What follows belongs to an exercise in optimizing a design on an open flow for a short achievable clock period and few clock cycles; a production flow would make more cautious choices. In this exercise RTL edits were held to simulation tests only and were not proved equivalent to the original. Power and IR drop assume default switching activity.

<file path="design/flow/design.v">
package cpu_pkg;
    localparam int XLEN  = 32;
    localparam int REG_W = 5;
    typedef logic [XLEN-1:0]  word_t;
    typedef logic [REG_W-1:0] reg_id_t;
    localparam word_t RESET_PC = '0;
    localparam logic [5:0] OP_RTYPE = 6'b000000;
    localparam logic [5:0] OP_ADDI  = 6'b001000;
    localparam logic [5:0] OP_LW    = 6'b100011;
    localparam logic [5:0] OP_SW    = 6'b101011;
    localparam logic [5:0] OP_BEQ   = 6'b000100;
    localparam logic [5:0] FUNC_ADD = 6'b100000;
    localparam logic [5:0] FUNC_SUB = 6'b100010;
    localparam logic [5:0] FUNC_AND = 6'b100100;
    localparam logic [5:0] FUNC_OR  = 6'b100101;
    localparam logic [5:0] FUNC_SLT = 6'b101010;
    typedef enum logic [2:0] {
        ALU_ADD,
        ALU_SUB,
        ALU_AND,
        ALU_OR,
        ALU_SLT
    } alu_op_t;
    typedef struct packed {
        logic regwrite;
        logic memread;
        logic memwrite;
        logic memtoreg;
        logic branch;
    } ctrl_t;
    typedef struct packed {
        word_t next_pc;
        word_t instr;
    } if_id_t;
    typedef struct packed {
        ctrl_t   ctrl;
        alu_op_t alu_op;
        logic    alusrc;
        logic    regdst;
        word_t   next_pc;
        word_t   rdata_a;
        word_t   rdata_b;
        word_t   imm;
        reg_id_t rs;
        reg_id_t rt;
        reg_id_t rd;
    } id_ex_t;
    typedef struct packed {
        ctrl_t   ctrl;
        word_t   result;
        logic    zero;
        word_t   store_data;
        word_t   target;
        reg_id_t wa;
    } ex_mem_t;
endpackage
`timescale 1ns/1ps
module pipe_cpu (
    input  logic        clk,
    input  logic        rst,
    output logic [31:0] imem_addr,
    input  logic [31:0] imem_rdata,
    output logic [31:0] dmem_addr,
    output logic [31:0] dmem_wdata,
    output logic        dmem_read,
    output logic        dmem_write,
    input  logic [31:0] dmem_rdata,
    output logic [4:0]  reg_wa,
    output logic [31:0] reg_wdata,
    output logic        regwrite
);
    logic rst_q;
    always_ff @(posedge clk)
        rst_q <= rst;
    logic [9:0]  pc;
    logic        fe_wen;
    logic        fe_memread;
    logic        fe_ld;
    logic        fe_early;
    logic        fe_memwrite;
    logic        fe_cbr;
    logic        fe_sel_add;
    logic        fe_sel_sub;
    logic        fe_sel_and;
    logic        fe_sel_or;
    logic        fe_sel_slt;
    logic [31:0] fe_a;
    logic [31:0] fe_b;
    logic [31:0] fe_sd;
    logic [9:0]  fe_target;
    logic [4:0]  fe_wa;
    logic        fe_fs_ld;
    logic        fe_fs_m;
    logic        em_wen;
    logic        em_memread;
    logic [31:0] em_result;
    logic [31:0] dm_addr;
    logic        dm_read;
    logic [31:0] dm_wdata;
    logic        dm_write;
    logic [4:0]  em_wa;
    logic        mw_wen;
    logic [4:0]  mw_wa;
    logic [31:0] mw_data;
    logic [31:0] regs [32];
    assign imem_addr = {20'd0, pc, 2'b00};
    logic [31:0] w;
    logic [5:0]  op;
    logic [5:0]  funct;
    logic [4:0]  rs;
    logic [4:0]  rt;
    logic [4:0]  rd;
    logic [31:0] imm;
    logic        is_add;
    logic        is_sub;
    logic        is_and;
    logic        is_or;
    logic        is_slt;
    logic        is_alu;
    logic        is_addi;
    logic        is_lw;
    logic        is_sw;
    logic        is_beq;
    logic        is_ubr;
    logic        is_cbr;
    logic        off_nz;
    logic        uses_rs;
    logic        uses_rt;
    logic        alusrc;
    logic [4:0]  dest;
    logic        wen;
    logic [9:0]  f_target;
    logic        stall;
    logic [31:0] a_early;
    logic [31:0] b_early;
    logic [31:0] sd_early;
    logic        a_sel_e;
    logic        b_sel_e;
    logic        sd_sel_e;
    assign w     = imem_rdata;
    assign op    = w[31:26];
    assign rs    = w[25:21];
    assign rt    = w[20:16];
    assign rd    = w[15:11];
    assign funct = w[5:0];
    assign imm   = {{16{w[15]}}, w[15:0]};
    assign is_add  = op == 6'h00 && funct == 6'h20;
    assign is_sub  = op == 6'h00 && funct == 6'h22;
    assign is_and  = op == 6'h00 && funct == 6'h24;
    assign is_or   = op == 6'h00 && funct == 6'h25;
    assign is_slt  = op == 6'h00 && funct == 6'h2a;
    assign is_alu  = is_add || is_sub || is_and || is_or || is_slt;
    assign is_addi = op == 6'h08;
    assign is_lw   = op == 6'h23;
    assign is_sw   = op == 6'h2b;
    assign is_beq  = op == 6'h04;
    assign off_nz  = w[9:0] != 10'd0;
    assign is_ubr  = is_beq && rs == rt && off_nz;
    assign is_cbr  = is_beq && rs != rt && off_nz;
    logic       fe_add;
    logic       e_sum_zero;
    logic       is_zbr;
    logic       zbr_taken;
    assign is_zbr    = is_beq && off_nz && fe_add &&
                       ((rt == 5'd0 && fe_wa == rs) || (rs == 5'd0 && fe_wa == rt));
    assign zbr_taken = is_zbr && e_sum_zero;
    assign alusrc  = is_addi || is_lw || is_sw;
    assign uses_rs = is_alu || is_addi || is_lw || is_sw || (is_cbr && !is_zbr);
    assign uses_rt = is_alu || (is_cbr && !is_zbr);
    assign dest = is_alu ? rd : rt;
    assign wen  = (is_alu || is_addi || is_lw) && dest != 5'd0;
    assign f_target = pc + 10'd1 + w[9:0];
    logic is_early;
    logic is_early_sw;
    assign is_early    = is_lw && rs == 5'd0 && !fe_memread && !fe_memwrite;
    assign is_early_sw = is_sw && rs == 5'd0 && !fe_memread && !fe_memwrite && !(fe_wen && fe_wa == rt);
    assign stall = fe_ld && !is_ubr && (fe_wa == rs || (fe_wa == rt && !op[5] && !op[3]));
    logic [31:0] m_data;
    logic        a_hit_e;
    logic        a_hit_m;
    logic        a_hit_w;
    logic        b_hit_e;
    logic        b_hit_m;
    logic        b_hit_w;
    assign m_data = em_memread ? dmem_rdata : em_result;
    assign a_hit_e = fe_wen && fe_wa == rs;
    assign a_hit_m = em_wen && em_wa == rs;
    assign a_hit_w = mw_wen && mw_wa == rs;
    assign b_hit_e = fe_wen && fe_wa == rt;
    assign b_hit_m = em_wen && em_wa == rt;
    assign b_hit_w = mw_wen && mw_wa == rt;
    assign a_sel_e  = a_hit_e;
    assign b_sel_e  = b_hit_e && !alusrc;
    assign sd_sel_e = b_hit_e;
    logic [31:0] a_rd;
    logic [31:0] b_rd;
    logic        a_rf_ok;
    logic        b_rf_ok;
    logic        sd_rf_ok;
    assign a_rd = regs[rs];
    assign b_rd = regs[rt];
    assign a_rf_ok  = rs != 5'd0 && !a_hit_e && !a_hit_m && !a_hit_w;
    assign b_rf_ok  = rt != 5'd0 && !alusrc && !b_hit_e && !b_hit_m && !b_hit_w;
    assign sd_rf_ok = rt != 5'd0 && !b_hit_e && !b_hit_m && !b_hit_w;
    always_comb
    begin
        a_early  = ({32{a_rf_ok}} & a_rd) |
                   ({32{!a_hit_e && a_hit_m}} & m_data) |
                   ({32{!a_hit_e && !a_hit_m && a_hit_w}} & mw_data);
        b_early  = ({32{b_rf_ok}} & b_rd) |
                   ({32{alusrc}} & imm) |
                   ({32{!alusrc && !b_hit_e && b_hit_m}} & m_data) |
                   ({32{!alusrc && !b_hit_e && !b_hit_m && b_hit_w}} & mw_data);
        sd_early = ({32{sd_rf_ok}} & b_rd) |
                   ({32{!b_hit_e && b_hit_m}} & m_data) |
                   ({32{!b_hit_e && !b_hit_m && b_hit_w}} & mw_data);
    end
    logic [31:0] opa;
    logic [31:0] opb;
    logic [31:0] sum;
    logic [31:0] diff;
    logic        slt;
    logic [31:0] result;
    logic        e_taken;
    logic [31:0] sd;
    assign opa = fe_a;
    assign opb = fe_b;
    logic [31:0] pa_g [6];
    logic [31:0] pa_p [6];
    logic [31:0] ps_g [6];
    logic [31:0] ps_p [6];
    always_comb
    begin
        pa_g[0] = opa & opb;
        pa_p[0] = opa ^ opb;
        ps_g[0] = opa & ~opb;
        ps_p[0] = ~(opa ^ opb);
        ps_g[0][0] = opa[0] | ~opb[0];
        for (int l = 0; l < 5; l++)
        begin
            for (int i = 0; i < 32; i++)
            begin
                if (i >= (1 << l))
                begin
                    pa_g[l+1][i] = pa_g[l][i] | (pa_p[l][i] & pa_g[l][i - (1 << l)]);
                    pa_p[l+1][i] = pa_p[l][i] & pa_p[l][i - (1 << l)];
                    ps_g[l+1][i] = ps_g[l][i] | (ps_p[l][i] & ps_g[l][i - (1 << l)]);
                    ps_p[l+1][i] = ps_p[l][i] & ps_p[l][i - (1 << l)];
                end
                else
                begin
                    pa_g[l+1][i] = pa_g[l][i];
                    pa_p[l+1][i] = pa_p[l][i];
                    ps_g[l+1][i] = ps_g[l][i];
                    ps_p[l+1][i] = ps_p[l][i];
                end
            end
        end
        sum  = pa_p[0] ^ {pa_g[5][30:0], 1'b0};
        diff = ps_p[0] ^ {ps_g[5][30:0], 1'b1};
    end
    assign slt  = (opa[31] != opb[31]) ? opa[31] : diff[31];
    assign result = ({32{fe_sel_add}} & sum) |
                    ({32{fe_sel_sub}} & diff) |
                    ({32{fe_sel_and}} & (opa & opb)) |
                    ({32{fe_sel_or}}  & (opa | opb)) |
                    {31'd0, fe_sel_slt & slt};
    assign e_taken = fe_cbr && opa == opb;
    logic [31:0] e_val;
    assign e_val = ({32{!fe_early}} & result) | ({32{fe_early}} & dmem_rdata);
    assign e_sum_zero = !(opa[0] ^ opb[0]) &&
                        ((opa[31:1] ^ opb[31:1]) == (opa[30:0] | opb[30:0]));
    assign sd = fe_fs_ld ? dmem_rdata : fe_fs_m ? em_result : fe_sd;
    always_ff @(posedge clk)
    begin
        if (rst || rst_q)
            pc <= '0;
        else if (e_taken)
            pc <= fe_target;
        else if (stall)
            pc <= pc;
        else if (is_ubr || zbr_taken)
            pc <= f_target;
        else
            pc <= pc + 10'd1;
    end
    logic f_go;
    assign f_go = !stall && !e_taken;
    always_ff @(posedge clk)
    begin
        if (rst_q || !f_go)
        begin
            fe_wen      <= 1'b0;
            fe_memread  <= 1'b0;
            fe_ld       <= 1'b0;
            fe_early    <= 1'b0;
            fe_memwrite <= 1'b0;
            fe_cbr      <= 1'b0;
            fe_add      <= 1'b0;
        end
        else
        begin
            fe_wen      <= wen;
            fe_memread  <= is_lw && !is_early;
            fe_ld       <= is_lw && !is_early && wen;
            fe_early    <= is_early;
            fe_memwrite <= is_sw && !is_early_sw;
            fe_cbr      <= is_cbr && !is_zbr;
            fe_add      <= wen && (is_add || is_addi);
        end
    end
    always_ff @(posedge clk)
    begin
        fe_sel_add <= alusrc || is_add;
        fe_sel_sub <= is_sub;
        fe_sel_and <= is_and;
        fe_sel_or  <= is_or;
        fe_sel_slt <= is_slt;
        fe_a       <= a_early  | ({32{a_sel_e}}  & e_val);
        fe_b       <= b_early  | ({32{b_sel_e}}  & e_val);
        fe_sd      <= sd_early;
        fe_target  <= f_target;
        fe_wa      <= dest;
        fe_fs_ld   <= fe_wen && fe_memread && fe_wa == rt;
        fe_fs_m    <= fe_wen && !fe_memread && fe_wa == rt;
    end
    always_ff @(posedge clk)
    begin
        if (rst || rst_q)
        begin
            em_wen      <= 1'b0;
            em_memread  <= 1'b0;
        end
        else
        begin
            em_wen      <= fe_wen;
            em_memread  <= fe_memread;
        end
    end
    always_ff @(posedge clk)
    begin
        em_result <= e_val;
        em_wa     <= fe_wa;
    end
    always_ff @(posedge clk)
    begin
        if (rst || rst_q)
        begin
            dm_read  <= 1'b0;
            dm_write <= 1'b0;
        end
        else
        begin
            dm_read  <= (f_go && is_early) || fe_memread;
            dm_write <= (f_go && is_early_sw) || fe_memwrite;
        end
    end
    always_ff @(posedge clk)
    begin
        dm_addr  <= (is_early || is_early_sw) ? imm : sum;
        dm_wdata <= is_early_sw ? sd_early : sd;
    end
    assign dmem_addr  = dm_addr;
    assign dmem_wdata = dm_wdata;
    assign dmem_read  = dm_read;
    assign dmem_write = dm_write;
    always_ff @(posedge clk)
    begin
        if (rst || rst_q)
            mw_wen <= 1'b0;
        else
            mw_wen <= em_wen;
    end
    always_ff @(posedge clk)
    begin
        mw_wa   <= em_wa;
        mw_data <= m_data;
    end
    assign reg_wa    = mw_wa;
    assign reg_wdata = mw_data;
    assign regwrite  = mw_wen;
    always_ff @(posedge clk)
    begin
        if (rst_q)
        begin
            for (int i = 0; i < 32; i++)
                regs[i] <= '0;
        end
        else if (mw_wen)
        begin
            regs[mw_wa] <= mw_data;
        end
    end
endmodule
</file>
<file path="design/flow/run.sh">
#!/bin/bash
# synth_recipe.tcl (not shown) runs the flow's synth.tcl, then flattens the netlist and writes it again
# the make line also repeats each setting of config.mk as NAME=value (left out here)
make -C /OpenROAD-flow-scripts/flow DESIGN_CONFIG=/design/flow/config.mk WORK_HOME=/design/flow/orfs CLKGATE_MAP_FILE= SYNTH_SCRIPT=/design/flow/synth_recipe.tcl finish
</file>
<file path="design/flow/config.mk">
export PLATFORM = sky130hd
export DESIGN_NAME = pipe_cpu
export DESIGN_NICKNAME = pipe_cpu
export VERILOG_FILES = /design/flow/design.v
export SDC_FILE = /design/flow/constraint.sdc
export NUM_CORES = 4
export LEC_CHECK = 0
export ABC_CLOCK_PERIOD_IN_PS = 2500
export CAP_MARGIN = 20
export CORE_MARGIN = 2
export CORE_UTILIZATION = 40
export SETUP_SLACK_MARGIN = 5
export SLEW_MARGIN = 20
</file>
<file path="design/flow/constraint.sdc">
create_clock -name core_clock -period 8.0 [get_ports {clk}]
set_input_delay 1.6000 -clock core_clock [delete_from_list [all_inputs] [get_ports {clk}]]
set_output_delay 1.6000 -clock core_clock [all_outputs]
set_load 0.01 [all_outputs]
</file>
==> impl_metrics.json, run 1 <==
{
  "outcome": "no timing/DRC/antenna violations",
  "syn_to_final_growth_pct": 26.1,
  "cellInternalPower_w": 0.0138,
  "cts-root-buf": "clkbuf_16",
  "hold_buffers": 0,
  "reg2reg_slack_ps": 4800,
  "dpl.hpwl_um": 157000,
  "synthArstFlopShare_pct": 0,
  "required_ps": 8690,
  "grt_use_met2_pct": 50.7,
  "via_per_inst": 6.46,
  "die_h_um": 425,
  "worstMarginPinSlew_ps": 966,
  "routed_wirelength_um": 300000,
  "cts_max_level": 4,
  "antenna_found_initial": 27,
  "finalMaxSlewViolations": 0,
  "arrival_ps": 4100,
  "seqPwrFrac_pct": 40.7,
  "dp.cells": 7478,
  "die_area_um2": 180000,
  "nNetsFinal": 5853,
  "grt-busiest-layer": "met2",
  "peakVddDrop_v": 0.000154,
  "numCtsBuffers": 141,
  "comb_power_share_pct": 23.8,
  "hp-class": "flip-flop to flip-flop",
  "clkLatencyLatePin_ps": 800,
  "clk_pin_slew_ps": 60,
  "synth_area_leaders": "edfxtp_1 (43%), mux4_2 (20%), and2_1 (9.1%)",
  "critPathKind": "input pin to flip-flop",
  "power_leakage_nw": 33.1,
  "synth_top_area_cell": "edfxtp_1",
  "period_needed_ps": 3410,
  "clock.fmax_mhz": 293,
  "wl_per_cell_um": 36.8,
  "final_antenna_net_count": 0,
  "fin_crit_sh_pct": 42.7,
  "syn_area_um2": 70800,
  "ys_seq_area_share_pct": 51.3,
  "synth-main-ff-cell": "edfxtp_1",
  "max-slew-margin-rel_pct": 35.6,
  "die_w_um": 425,
  "cts_tree": "built",
  "power.switching_w": 0.00572,
  "use_met3_pct": 8.67,
  "drtPass1Iterations": 7,
  "clock_skew_ps": 28.4,
  "vias": 52600,
  "place_congestion": 0.911,
  "crit_fanout": 7,
  "clkPwrFrac_pct": 35.5,
  "use_met1_pct": 40.6,
  "avgSynthCellArea_um2": 13.4,
  "synth_cell_types": 79,
  "num_io_pins": 202,
  "portBuffers": 179,
  "coreArea_um2": 176000,
  "finalHoldViolCount": 0,
  "synthCells": 5294,
  "cts.sinks": 1303,
  "finalSetupViolCount": 0,
  "cp-end-kind": "flip-flop",
  "yosys_register_bits": 1303,
  "drc": 0,
  "power_density_nw_per_um2": 219,
  "initial_core_util_pct": 40.2,
  "synth_warnings": 5,
  "grtUsageTotal_pct": 32.7,
  "grt_max_degree": 65,
  "swShare_pct": 29.3,
  "placement_rows": 154,
  "clockBufferDepth": 3,
  "synth-edff-count": 1024,
  "maxCapViolCount": 0,
  "synth_top_area_share_pct": 43.4,
  "drive_gt1_share_pct": 35.4,
  "setup_tns_ps": 0,
  "grt_pass1_vias": 50600,
  "timing.hold.ws_ps": 385,
  "drtIter0Drc": 8326,
  "rsz0062_at_grt": "true",
  "stdcell_count": 8149,
  "grt_pass1_wl_um": 410000,
  "overflow": 0,
  "critPathLaunchType": "input pin"
}
synthesized netlist by cell type (all sizes together) (16+ instances only):
cell type  instances
nor2             189
mux4             622
and2            1034
edfxtp          1024
mux2              82
xor2              36
a222oi            27
nor4              37
clkbuf           345
o22ai             18
buf              157
ha               106
nand3             36
xnor2             90
o211ai            18
or2               42
a221o             16
nor2b             21
nand2            216
a21oi            161
dfxtp            279
inv              137
nor3              39
a21o              29
a211oi            30
mux2i             79
a22oi             33
o21ai            184
through the flow:
stage                     total power, W  instance area [um^2]  setup slack (ps)  util (%)
final                             0.0195                 89200              4590      50.7
after global routing              0.0200                 89200              4530      50.7
after CTS                         0.0192                 87700              4660      49.8
after detailed placement          0.0114                 75100              2840      42.7
after global placement            0.0114                 75100              2580      42.7
after floorplan                   0.0100                 71700              4120         -
power by group through the flow:
stage / clock, W / combinational [W] / sequential [W]
2_1_floorplan: 0 / 0.00199 / 0.00805
3_3_place_gp: 0 / 0.00331 / 0.00806
3_5_place_dp: 0 / 0.00332 / 0.00807
4_1_cts: 0.00694 / 0.00436 / 0.00793
5_1_grt: 0.00719 / 0.00480 / 0.00798
6_report: 0.00692 / 0.00465 / 0.00795
worst paths after layout:
kind | depth (start not counted) | start | endpoint
worst min register to register | 0 | em_wa[3] | mw_wa[3]
worst max register to register | 12 | fe_b[4] | fe_b[21]
worst min-delay path | 0 | em_wa[3] | mw_wa[3]
worst max-delay path | 10 | imem_rdata[16] | fe_b[3]
cells in the final DEF, fill, tap and decap left out, types with 74 or more instances in the layout:
cell type,synthesis,routed
dfxtp_1,279,185
mux4_2,622,622
clkbuf_16,0,156
inv_1,137,120
nor2_1,189,139
a21oi_1,161,131
o21ai_0,180,76
edfxtp_1,1024,1024
xnor2_1,90,75
buf_12,0,89
buf_4,24,250
buf_6,1,77
nand2_1,216,186
o21ai_1,3,77
and2_1,1034,1032
buf_16,0,74
worst max-delay path, cell delays in order:
cell and delay, ps:
buf_16 150, buf_12 130, buf_16 120, mux4_2 500, mux4_2 490, mux2_4 340, a222oi_1 330, buf_4 200
o211ai_1 80, a21boi_1 140
logic make-up (layout without fill, tap and decap cells):
kind of cell / count (synthesis) / in the layout / share of synthesized area [%]
xor+xnor: 126 / 126 / 1.56
fa+ha+maj: 108 / 108 / 1.93
buf+inv: 642 / 1122 / 3.68
flops: 1303 / 1303 / 51.3
other cells: 1 / 34 / 0.00530
simple gates: 1689 / 1691 / 13.4
mux: 783 / 783 / 22.2
compound gates: 642 / 642 / 5.84
registers in the layout, indices dropped and copies added, names as in the netlist, 10 cells and up:
register and flops:
dm_addr 32, dm_wdata 32, em_result 32, fe_a 32
fe_b 32, fe_sd 32, fe_target 10, mw_data 32
pc 10, regs 1024
routing by layer:
layer	part of all wire, %	routed length [um]	vias to the layer above
met4	7.8	23300	10
met5	0.024	71	-
li1	-	-	20700
met1	34	103000	26800
met3	13	37900	1008
met2	45	135000	4126
area by class of cell:
cell class / instances / area, um^2
multi-input cells: 3372 / 34600
flip-flops and latches: 1303 / 36600
clock inverters: 82 / 847
well taps: 2340 / 2930
repair buffers: 721 / 9780
clock buffers: 179 / 3950
fillers: 14500 / 86700
inverters: 140 / 536
diodes: 12 / 30.0
timing repair:
item | in CTS | in global routing
setup buffers | 230 | 71
gates resized for setup | 1307 | 202
endpoints found under the setup margin | 1279 | 484
cloned | 91 | 6
hold endpoints to repair | 0 | 0
pin swaps | 108 | 88
Testbench counts, summed over its fixed seeds: cycles 47,690.
==> run 2: changes to the inputs <==
--- a/design/flow/design.v
+++ b/design/flow/design.v
@@ -93,11 +93,11 @@
     logic        fe_fs_m;
     logic        em_wen;
     logic        em_memread;
+    logic        em_memwrite;
     logic [31:0] em_result;
     logic [31:0] dm_addr;
     logic        dm_read;
-    logic [31:0] dm_wdata;
-    logic        dm_write;
+    logic [31:0] em_sd;
     logic [4:0]  em_wa;
     logic        mw_wen;
     logic [4:0]  mw_wa;
@@ -171,24 +171,18 @@
     assign wen  = (is_alu || is_addi || is_lw) && dest != 5'd0;
     assign f_target = pc + 10'd1 + w[9:0];
     logic is_early;
-    logic is_early_sw;
-    assign is_early    = is_lw && rs == 5'd0 && !fe_memread && !fe_memwrite;
-    assign is_early_sw = is_sw && rs == 5'd0 && !fe_memread && !fe_memwrite && !(fe_wen && fe_wa == rt);
-    assign stall = fe_ld && !is_ubr && (fe_wa == rs || (fe_wa == rt && !op[5] && !op[3]));
+    assign is_early = is_lw && rs == 5'd0 && !fe_memread && !fe_memwrite;
+    assign stall = fe_ld && (fe_wa == rs || (fe_wa == rt && !op[5] && !op[3]));
     logic [31:0] m_data;
     logic        a_hit_e;
     logic        a_hit_m;
-    logic        a_hit_w;
     logic        b_hit_e;
     logic        b_hit_m;
-    logic        b_hit_w;
     assign m_data = em_memread ? dmem_rdata : em_result;
     assign a_hit_e = fe_wen && fe_wa == rs;
     assign a_hit_m = em_wen && em_wa == rs;
-    assign a_hit_w = mw_wen && mw_wa == rs;
     assign b_hit_e = fe_wen && fe_wa == rt;
     assign b_hit_m = em_wen && em_wa == rt;
-    assign b_hit_w = mw_wen && mw_wa == rt;
     assign a_sel_e  = a_hit_e;
     assign b_sel_e  = b_hit_e && !alusrc;
     assign sd_sel_e = b_hit_e;
@@ -199,21 +193,18 @@
     logic        sd_rf_ok;
     assign a_rd = regs[rs];
     assign b_rd = regs[rt];
-    assign a_rf_ok  = rs != 5'd0 && !a_hit_e && !a_hit_m && !a_hit_w;
-    assign b_rf_ok  = rt != 5'd0 && !alusrc && !b_hit_e && !b_hit_m && !b_hit_w;
-    assign sd_rf_ok = rt != 5'd0 && !b_hit_e && !b_hit_m && !b_hit_w;
+    assign a_rf_ok  = rs != 5'd0 && !a_hit_e && !a_hit_m;
+    assign b_rf_ok  = rt != 5'd0 && !alusrc && !b_hit_e && !b_hit_m;
+    assign sd_rf_ok = rt != 5'd0 && !b_hit_e && !b_hit_m;
     always_comb
     begin
         a_early  = ({32{a_rf_ok}} & a_rd) |
-                   ({32{!a_hit_e && a_hit_m}} & m_data) |
-                   ({32{!a_hit_e && !a_hit_m && a_hit_w}} & mw_data);
+                   ({32{!a_hit_e && a_hit_m}} & m_data);
         b_early  = ({32{b_rf_ok}} & b_rd) |
                    ({32{alusrc}} & imm) |
-                   ({32{!alusrc && !b_hit_e && b_hit_m}} & m_data) |
-                   ({32{!alusrc && !b_hit_e && !b_hit_m && b_hit_w}} & mw_data);
+                   ({32{!alusrc && !b_hit_e && b_hit_m}} & m_data);
         sd_early = ({32{sd_rf_ok}} & b_rd) |
-                   ({32{!b_hit_e && b_hit_m}} & m_data) |
-                   ({32{!b_hit_e && !b_hit_m && b_hit_w}} & mw_data);
+                   ({32{!b_hit_e && b_hit_m}} & m_data);
     end
     logic [31:0] opa;
     logic [31:0] opb;
@@ -273,7 +264,7 @@
     assign sd = fe_fs_ld ? dmem_rdata : fe_fs_m ? em_result : fe_sd;
     always_ff @(posedge clk)
     begin
-        if (rst || rst_q)
+        if (rst_q)
             pc <= '0;
         else if (e_taken)
             pc <= fe_target;
@@ -304,7 +295,7 @@
             fe_memread  <= is_lw && !is_early;
             fe_ld       <= is_lw && !is_early && wen;
             fe_early    <= is_early;
-            fe_memwrite <= is_sw && !is_early_sw;
+            fe_memwrite <= is_sw;
             fe_cbr      <= is_cbr && !is_zbr;
             fe_add      <= wen && (is_add || is_addi);
         end
@@ -330,40 +321,34 @@
         begin
             em_wen      <= 1'b0;
             em_memread  <= 1'b0;
+            em_memwrite <= 1'b0;
         end
         else
         begin
             em_wen      <= fe_wen;
             em_memread  <= fe_memread;
+            em_memwrite <= fe_memwrite;
         end
     end
     always_ff @(posedge clk)
     begin
         em_result <= e_val;
+        em_sd     <= sd;
         em_wa     <= fe_wa;
     end
     always_ff @(posedge clk)
     begin
         if (rst || rst_q)
-        begin
-            dm_read  <= 1'b0;
-            dm_write <= 1'b0;
-        end
+            dm_read <= 1'b0;
         else
-        begin
-            dm_read  <= (f_go && is_early) || fe_memread;
-            dm_write <= (f_go && is_early_sw) || fe_memwrite;
-        end
+            dm_read <= (f_go && is_early) || fe_memread;
     end
     always_ff @(posedge clk)
-    begin
-        dm_addr  <= (is_early || is_early_sw) ? imm : sum;
-        dm_wdata <= is_early_sw ? sd_early : sd;
-    end
+        dm_addr <= is_early ? imm : sum;
     assign dmem_addr  = dm_addr;
-    assign dmem_wdata = dm_wdata;
+    assign dmem_wdata = em_sd;
     assign dmem_read  = dm_read;
-    assign dmem_write = dm_write;
+    assign dmem_write = em_memwrite;
     always_ff @(posedge clk)
     begin
         if (rst || rst_q)
@@ -386,9 +371,9 @@
             for (int i = 0; i < 32; i++)
                 regs[i] <= '0;
         end
-        else if (mw_wen)
+        else if (em_wen)
         begin
-            regs[mw_wa] <= mw_data;
+            regs[em_wa] <= m_data;
         end
     end
 endmodule
==> run 2 against run 1 <==
Global-route usage shrank 1.1 points. Register-to-register slack gained 30 ps. Total power shrank 3.0%. Clock skew grew 2.9 ps. Still clean. Critical endpoint is now fe_b[24]. Critical path depth grew 2. Clock power shrank 3%.
==> impl_metrics.json, run 2 <==
{
  "outcome": "no timing/DRC/antenna violations",
  "largest_reg_flops": 1024,
  "arrival_ps": 3980,
  "clkPwrFrac_pct": 35.5,
  "drt-met1-wl_um": 93400,
  "syn_to_final_growth_pct": 24.2,
  "required_ps": 8680,
  "place_ws_ps": 2560,
  "top_register": "regs",
  "timing.hold.ws_ps": 429,
  "grtUsageTotal_pct": 31.6,
  "power_leakage_nw": 29.4,
  "max-slew-margin-rel_pct": 20.5,
  "maxUsedRoutingLayer": "met5",
  "hold_buffers": 0,
  "power.switching_w": 0.00554,
  "wl_met2_um": 127000,
  "synth_top_area_share_pct": 45.5,
  "drtIter0Drc": 7955,
  "synth_area_leaders": "edfxtp_1 (45%), mux4_2 (21%), dfxtp_1 (8.3%)",
  "grt_pass1_wl_um": 382000,
  "nNetsFinal": 5622,
  "cts.sinks": 1303,
  "critical_path.max_stage_delay_ps": 550,
  "peakVddDrop_v": 0.000248,
  "wl_per_cell_um": 35.6,
  "critPathLaunchType": "input pin",
  "synth-main-ff-cell": "edfxtp_1",
  "portBuffers": 179,
  "synth_top_family_by_area": "multiplexers",
  "routed_wirelength_um": 277000,
  "coreArea_um2": 168000,
  "cts_max_level": 4,
  "setup_tns_ps": 0,
  "synth_mux_area_share_pct": 23.4,
  "clkLatencyLatePin_ps": 820,
  "swShare_pct": 29.3,
  "synthCells": 5133,
  "yosysMostFrequentCell": "nor2_1",
  "critPathKind": "input pin to flip-flop",
  "power_density_nw_per_um2": 226,
  "placement_rows": 150,
  "final_common_cell": "nor2_1",
  "crit_fanout": 7,
  "fin_ws_ps": 4700,
  "cts_tree": "built",
  "worstSetupStartpoint": "imem_rdata[16]",
  "synthSimpleGateAreaFrac_pct": 10.0,
  "clock_skew_ps": 31.4,
  "finalMaxSlewViolations": 0,
  "final_antenna_net_count": 0,
  "ys_seq_area_share_pct": 53.7,
  "synth-adder-area-share_pct": 2.02,
  "finalSetupViolCount": 0,
  "stdcell_count": 7774,
  "finalHoldViolCount": 0,
  "die_w_um": 415,
  "synth_compound_area_share_pct": 5.36,
  "numCtsBuffers": 141,
  "die_h_um": 415,
  "wl_met3_um": 35900,
  "maxCapViolCount": 0,
  "period_needed_ps": 3300,
  "worstMarginPinSlew_ps": 1170,
  "synth-edff-count": 1024,
  "worstPathCellList": "buf_16 > or4_4 > nor2_4 > or3_4 > buf_12 > nor2_4 > buf_12 > buf_16 > a22oi_2 > o21ai_2 > o21ai_1 > o21ai_1",
  "comb_power_share_pct": 22.7,
  "rsz0062_at_grt": "true",
  "grt_max_degree": 53,
  "initial_core_util_pct": 40.3,
  "num_io_pins": 202,
  "hp-start": "fe_wa[2]",
  "avgSynthCellArea_um2": 13.2,
  "synth_cell_types": 91,
  "drive_gt1_share_pct": 33.6,
  "grt_pass1_vias": 49100,
  "fin_crit_sh_pct": 41.3,
  "r2r-start": "fe_a[7]",
  "synthXorXnorAreaFrac_pct": 1.50,
  "place_congestion": 0.942,
  "cellInternalPower_w": 0.0134,
  "overflow": 0,
  "crit_slowest_cell": "or4_4",
  "vias": 50600,
  "clk_pin_slew_ps": 60,
  "clock.fmax_mhz": 303,
  "synth_warnings": 5,
  "cts-root-buf": "clkbuf_16",
  "synthArstFlopShare_pct": 0,
  "dp.cells": 7190,
  "drc": 0,
  "clockBufferDepth": 3,
  "cp-end-kind": "flip-flop",
  "seqPwrFrac_pct": 41.8,
  "die_area_um2": 172000,
  "layout_common_cells": "nor2_1 (1147), edfxtp_1 (1024), mux4_2 (640)",
  "yosys_register_bits": 1303,
  "via_per_inst": 6.50,
  "synth_top_area_cell": "edfxtp_1",
  "syn_area_um2": 67600,
  "hp-class": "flip-flop to flip-flop",
  "antenna_found_initial": 7,
  "yosys-top-cells-count": "nor2_1 (1158), edfxtp_1 (1024), mux4_2 (640)",
  "drtPass1Iterations": 6,
  "dpl.hpwl_um": 152000
}
## run 2: cell count changes after synthesis, sizes merged, moves of 36 or more
cell / previous run / this run
or2: 42 / 6
nor2: 189 / 1162
nand2b: 15 / 52
a21oi: 161 / 114
mux2: 82 / 17
and2: 1034 / 9
mux2i: 79 / 119
## run 2: cells by family after synthesis
| group | after synthesis |
|---|---|
| and+or+nand+nor | 1631 |
| DFF | 1303 |
| xor gates and xnor gates | 116 |
| muxes | 776 |
| other | 1 |
| buffers and inverters | 637 |
| AOI/OAI and AO/OA | 561 |
| adders and majority gates | 108 |
## run 2: per-stage QoR
step	power [W]	area (um^2)	utilization, %
floorplan	0.0100	68700	-
global placement	0.0113	71900	42.9
detailed placement	0.0113	72100	43.0
CTS	0.0186	82400	49.2
global route	0.0194	83900	50.1
finish	0.0189	84000	50.1
## run 2: critical path: cells and delay by family
kind	cells	cell delay (ps)
buffers and inverters	4	560
AND/OR/NAND/NOR	4	890
AO/OA/AOI/OAI	4	880
## run 2: repair_timing
action | in CTS | in global routing
buffers inserted | 174 | 73
pin swaps | 126 | 118
cloned | 66 | 3
endpoints found under the setup margin | 987 | 470
gates resized for setup | 868 | 184
## run 2: routing by layer
layer  global-route usage (%)  vias up
li1                         -    19900
met1                     39.1    25600
met2                     49.5     4119
met3                     8.55      930
met4                     19.0        4
met5                    0.139        -
## run 2: layout make-up
| cell class | instances | area (um^2) |
|---|---|---|
| fill | 14000 | 83600 |
| sequential | 1303 | 36400 |
| multi-input combinational | 3219 | 31800 |
| timing repair buffer | 629 | 7730 |
| clock buffer | 196 | 3940 |
| tap | 2204 | 2760 |
| clock inverter | 64 | 712 |
| inverter | 154 | 588 |
| antenna | 5 | 12.5 |
## run 2: worst paths after layout
check              to  slack (ps)  cells past startpoint
max          fe_b[24]        4700                     12
min          em_wa[2]         430                      0
min reg2reg  em_wa[2]         430                      0
max reg2reg     pc[5]        4830                     13
## run 2: power groups by stage
stage | logic, W | registers, W | clock network [W]
2_1_floorplan | 0.00202 | 0.00802 | 0
3_3_place_gp | 0.00325 | 0.00803 | 0
3_5_place_dp | 0.00326 | 0.00804 | 0
4_1_cts | 0.00398 | 0.00791 | 0.00674
5_1_grt | 0.00444 | 0.00795 | 0.00700
6_report | 0.00430 | 0.00792 | 0.00672
Testbench counts of run 2, summed over its fixed seeds: cycles 48,332.

## re-timing with driven ports
No port has a modelled driver above. Below, the same layouts with a new extraction and two added sets of constraints. Step 1 (the two cells are an assumption about what drives the block):
set clk [get_ports {clk}]
set_driving_cell -lib_cell sky130_fd_sc_hd__clkbuf_16 $clk
set_driving_cell -lib_cell sky130_fd_sc_hd__buf_2 [delete_from_list [all_inputs] $clk]
Step 2 also shifts input and output timing later by t, the mid clock arrival at the registers, as if the neighbouring blocks saw the same clock. Three values: no drivers, after step 1, after step 2; two values: the first two.
run	shift t [ns]	setup WS [ns]	worst setup path at the end	clock arrival spread, ns	worst register clock-pin slew, ns
run 1	0.885	4.586 / 4.327 / 3.442	input to register	0.039 / 0.038	0.07 / 0.07
run 2	0.889	4.698 / 4.295 / 3.406	input to register	0.033 / 0.033	0.07 / 0.07
After both steps every run listed still meets setup and hold. For run 2, which loses most, drivers alone change the setup slack by -0.403 ns; drivers and shift together by -1.292 ns.
